Source: an optimization exercise on an open RTL-to-GDS flow (aim: small area, a short achievable clock period and few clock cycles per item). Production flows keep margins and buffers that such runs may drop. In this exercise RTL edits were held to simulation tests only and were not proved equivalent to the original. Power figures rest on the tool's default switching activity, not on a simulated workload.

red:
==> flow/design.v <==
`default_nettype none
package core_pkg;
  localparam logic [6:0] OPC_OP     = 7'b0110011;
  localparam logic [6:0] OPC_OP_IMM = 7'b0010011;
  localparam logic [6:0] OPC_LOAD   = 7'b0000011;
  localparam logic [6:0] OPC_STORE  = 7'b0100011;
  localparam logic [6:0] OPC_BRANCH = 7'b1100011;
  localparam logic [6:0] OPC_JAL    = 7'b1101111;
endpackage
`default_nettype wire
`default_nettype none
`timescale 1ns/100ps
module reg_file (
  input  wire logic                  clk,
  input  wire logic                  rst,
  input  wire logic [4:0]            rs1,
  input  wire logic [4:0]            rs2,
  output logic [32-1:0]      rs1_val,
  output logic [32-1:0]      rs2_val,
  input  wire logic                  wen,      
  input  wire logic [4:0]            rd,
  input  wire logic [32-1:0] wdata
);
  logic [32-1:0] regs [1:32-1];
  logic [32-1:0] wd;
  assign wd = wdata & {32{~rst}};
  for (genvar i = 1; i < 32; i++) begin : g_reg
    always_ff @(posedge clk) begin
      if (rst || (wen && rd == i)) regs[i] <= wd;
    end
  end
  logic [32-1:0] r1, r2;
  always_comb begin
    r1 = '0;
    r2 = '0;
    for (int i = 1; i < 32; i++) begin
      r1 = r1 | (regs[i] & {32{rs1 == i}});
      r2 = r2 | (regs[i] & {32{rs2 == i}});
    end
  end
  assign rs1_val = (wen && rd == rs1) ? wdata : r1;
  assign rs2_val = (wen && rd == rs2) ? wdata : r2;
endmodule
`default_nettype wire
`default_nettype none
`timescale 1ns/100ps
module core_top (
  input  wire logic                  clk,
  input  wire logic                  rst,
  output logic [32-1:0]      imem_addr,
  input  wire logic [32-1:0] imem_inst,
  output logic [32-1:0]      dmem_addr,
  output logic [32-1:0]      dmem_wdata,
  output logic                       dmem_wen,
  output logic                       dmem_ren,
  input  wire logic [32-1:0] dmem_rdata,
  output logic                       exit
);
  localparam int XL = 32;
  logic [XL-1:0] pc;
  logic          x_kill;     
  logic          x_we_q, x_ld_q, x_st_q, x_br_q, x_ecall_q;
  logic          x_we;       
  logic          x_ld;       
  logic          x_st;       
  logic          x_br;       
  logic          x_bne;
  logic          x_pred;     
  logic          x_ecall;
  logic          x_arith;    
  logic          x_sub;
  logic [1:0]    x_lop;      
  logic [4:0]    x_rd;
  logic [XL-1:0] x_a;        
  logic [XL-1:0] x_b;        
  logic [XL-1:0] x_s;        
  logic          m_we;
  logic          m_ld;
  logic          m_st;
  logic [4:0]    m_rd;
  logic [XL-1:0] m_res;
  logic [XL-1:0] m_sd;
  logic [XL-1:0] inst;
  logic [6:0]    opc;
  logic [2:0]    f3;
  logic [6:0]    f7;
  logic [4:0]    rs1, rs2, rd;
  logic          d_op, d_addi, d_lw, d_sw, d_br, d_jal, d_ecall;
  logic          d_we, d_use1, d_use2, d_pred;
  logic [XL-1:0] imm_i, imm_s, imm_b, imm_j;
  logic [XL-1:0] pc4, tgt;
  logic [XL-1:0] rs1_val, rs2_val;
  logic [XL-1:0] wb_data;
  logic          stall, redirect, hold, x_go;
  assign inst = imem_inst;
  assign opc  = inst[6:0];
  assign f3   = inst[14:12];
  assign f7   = inst[31:25];
  assign rs1  = inst[19:15];
  assign rs2  = inst[24:20];
  assign rd   = inst[11:7];
  always_comb begin
    d_op    = opc == core_pkg::OPC_OP &&
              ((f3 == 3'b000 && (f7 == 7'b0000000 || f7 == 7'b0100000)) ||
               f3 == 3'b100 || f3 == 3'b110 || f3 == 3'b111);
    d_addi  = opc == core_pkg::OPC_OP_IMM && f3 == 3'b000;
    d_lw    = opc == core_pkg::OPC_LOAD && f3 == 3'b010;
    d_sw    = opc == core_pkg::OPC_STORE && f3 == 3'b010;
    d_br    = opc == core_pkg::OPC_BRANCH && f3[2:1] == 2'b00;
    d_jal   = opc == core_pkg::OPC_JAL;
    d_ecall = inst == 32'h0000_0073;
    d_we    = (d_op || d_addi || d_lw || d_jal) && rd != 5'd0;
    d_use1  = opc == core_pkg::OPC_OP || opc == core_pkg::OPC_OP_IMM ||
              opc == core_pkg::OPC_LOAD || opc == core_pkg::OPC_STORE ||
              opc == core_pkg::OPC_BRANCH;
    d_use2  = opc == core_pkg::OPC_OP || opc == core_pkg::OPC_STORE ||
              opc == core_pkg::OPC_BRANCH;
    d_pred  = d_jal || (d_br && (rs1 == rs2 ? !f3[0] : (inst[31] || f3[0])));
  end
  assign imm_i = {{20{inst[31]}}, inst[31:20]};
  assign imm_s = {{20{inst[31]}}, inst[31:25], inst[11:7]};
  assign imm_b = {{19{inst[31]}}, inst[31], inst[7], inst[30:25], inst[11:8], 1'b0};
  assign imm_j = {{11{inst[31]}}, inst[31], inst[19:12], inst[20], inst[30:21], 1'b0};
  assign pc4 = pc + 32'd4;
  logic [XL-1:0] tgt_b, tgt_j;
  assign tgt_b = pc + imm_b;
  assign tgt_j = pc + imm_j;
  assign tgt   = d_jal ? tgt_j : tgt_b;
  assign wb_data = m_ld ? dmem_rdata : m_res;
  reg_file u_reg_file (
    .clk     (clk),
    .rst     (rst),
    .rs1     (rs1),
    .rs2     (rs2),
    .rs1_val (rs1_val),
    .rs2_val (rs2_val),
    .wen     (m_we),
    .rd      (m_rd),
    .wdata   (wb_data)
  );
  assign stall = x_ld && x_we &&
                 ((d_use1 && rs1 == x_rd) || (d_use2 && rs2 == x_rd));
  assign hold  = stall || x_ecall || exit;
  logic fwd_a, fwd_s;
  assign fwd_a = x_we && x_rd == rs1;
  assign fwd_s = x_we && x_rd == rs2;
  assign x_go  = !hold;   
  assign x_we    = x_we_q && !x_kill;
  assign x_ld    = x_ld_q && !x_kill;
  assign x_st    = x_st_q && !x_kill;
  assign x_br    = x_br_q && !x_kill;
  assign x_ecall = x_ecall_q && !x_kill;
  logic [XL-1:0] a, b, s, sum, lres, res;
  logic          taken;
  assign a = x_a;
  assign b = x_b;
  assign s = x_s;
  assign sum = a + (x_sub ? ~b : b) + {{(XL-1){1'b0}}, x_sub};
  always_comb begin
    case (x_lop)
      2'b00:   lres = a ^ b;
      2'b10:   lres = a | b;
      2'b11:   lres = a & b;
      default: lres = b;
    endcase
  end
  assign res      = x_arith ? sum : lres;
  assign taken    = (a == s) ^ x_bne;
  assign redirect = x_br && (taken != x_pred);
  always_ff @(posedge clk) begin
    if (rst) pc <= 32'h0000_0000;
    else if (redirect) pc <= x_b;
    else if (!hold) pc <= d_pred ? tgt : pc4;
  end
  always_ff @(posedge clk) begin
    if (rst) x_kill <= 1'b0;
    else x_kill <= redirect;
    if (rst || !x_go) begin
      x_we_q    <= 1'b0;
      x_ld_q    <= 1'b0;
      x_st_q    <= 1'b0;
      x_br_q    <= 1'b0;
      x_ecall_q <= 1'b0;
    end else begin
      x_we_q    <= d_we;
      x_ld_q    <= d_lw;
      x_st_q    <= d_sw;
      x_br_q    <= d_br;
      x_ecall_q <= d_ecall;
    end
  end
  always_ff @(posedge clk) begin
    x_bne   <= f3[0];
    x_pred  <= d_pred;
    x_arith <= !(d_op && f3 != 3'b000) && !d_jal;
    x_sub   <= d_op && f3 == 3'b000 && f7[5];
    x_lop   <= d_jal ? 2'b01 : {f3[1], f3[0]};
    x_rd    <= rd;
    x_a     <= fwd_a ? res : rs1_val;
    x_s     <= fwd_s ? res : rs2_val;
    if (d_br)                x_b <= d_pred ? pc4 : tgt_b;
    else if (d_jal)          x_b <= pc4;
    else if (d_addi || d_lw) x_b <= imm_i;
    else if (d_sw)           x_b <= imm_s;
    else if (fwd_s)          x_b <= res;
    else                     x_b <= rs2_val;
  end
  always_ff @(posedge clk) begin
    if (rst) begin
      m_we <= 1'b0;
      m_ld <= 1'b0;
      m_st <= 1'b0;
    end else begin
      m_we <= x_we;
      m_ld <= x_ld;
      m_st <= x_st;
    end
  end
  always_ff @(posedge clk) begin
    m_rd  <= x_rd;
    m_res <= res;
    m_sd  <= s;
  end
  always_ff @(posedge clk) begin
    if (rst) exit <= 1'b0;
    else if (x_ecall) exit <= 1'b1;
  end
  assign imem_addr  = pc;
  assign dmem_addr  = m_res;
  assign dmem_wdata = m_sd;
  assign dmem_wen   = m_st;
  assign dmem_ren   = m_ld;
endmodule
`default_nettype wire
Settings: LEC_CHECK=0, ABC_AREA=1, CAP_MARGIN=20, CORE_MARGIN=2, CORE_UTILIZATION=40, CTS_CLUSTER_DIAMETER=80, CTS_CLUSTER_SIZE=28, PLACE_DENSITY=0.6, SETUP_SLACK_MARGIN=4.0, SLEW_MARGIN=20; clock period 7.0 ns.
run.sh (not shown) runs the stock make flow with config.mk's settings and CLKGATE_MAP_FILE= SYNTH_SCRIPT=/design/flow/synth_recipe.tcl, a recipe that flattens the netlist after the stock synthesis.
Testbench counts of red, summed over its fixed seeds: cycles 41,425, instrs 39,997.
Relative to red, the following input files were edited for blue:
Settings: ABC_AREA removed (was 1); CTS_CLUSTER_SIZE changed from 28 to 26; SETUP_SLACK_MARGIN changed from 4.0 to 3.5; CTS_CLUSTER_DIAMETER changed from 80 to 70.
[summary]
Of blue and red, the lower worst hold slack belongs to red. Against red, blue reports a post-cts gate resize count that is lower. Compared with red, blue is more frugal on power. Comparing post-route clock period utilization for blue and red, the smaller number came from red. Via count (blue over red): decrease, 15%. blue vs red: met2 track demand over resource in global routing down. On maximum vdd ir drop, red loses to blue. Relative to red, global-route wire length before repair has decreased by about 17% in blue. Looking at total clock buffers created by CTS across blue and red, the one that comes out higher is blue.
> inputs changed (blue -> green)
Settings: ABC_AREA newly set to 1; SETUP_SLACK_MARGIN changed from 3.5 to 4.1.
--- outcome ---
green ran to completion and came out clean on the timing, DRC and antenna checks.
green against blue: part of the total power dissipated in the clock network saw a decrease; worst-case setup slack after placement saw an increase; post-synthesis mux area share saw a decrease.
Changes in orange relative to green:
Settings: removing ABC_AREA (formerly 1); changing PLACE_DENSITY from 0.6 to 0.8; changing SETUP_SLACK_MARGIN from 4.1 to 3.5; changing CORE_UTILIZATION from 40 to 70.
Results
Seen in the log of orange: GRT-0232 during global routing (5_1_grt), after which the run never completed. In orange relative to green, number of instances in the placed design had gone down by more than a quarter. Horizontal die dimension for orange: about 27% down relative to green. [compare] base=green new=orange: net count after synthesis has decreased; number of instances in the synthesized netlist has decreased.

[static timing again, ports no longer ideal]
The results above use ideal ports. As a check the final layouts listed here were re-extracted and re-timed, cells and wires unchanged. Step 1, drivers: a clkbuf_16 drives clk and a buf_2 each remaining input, both assumed. Step 2 moves the port delays by t, midway between the first and last clock arrival at a register: inputs arrive t later, outputs are due t later. That takes back most of the time a late clock gives input paths. Three values: no drivers, after step 1, after step 2; two values: the first two.
run | t (ns) | slack for setup (ns) | latest minus earliest clock arrival (ns)
red | 0.839 | 3.817 / 3.813 / 2.975 | 0.095 / 0.095
blue | 0.851 | 3.347 / 3.398 / 2.548 | 0.059 / 0.059
green | 0.846 | 3.803 / 3.828 / 2.982 | 0.073 / 0.072
After both steps setup and hold are still met in every run listed. For red, which loses most, drivers alone change the setup slack by -0.004 ns; drivers and shift together by -0.842 ns.
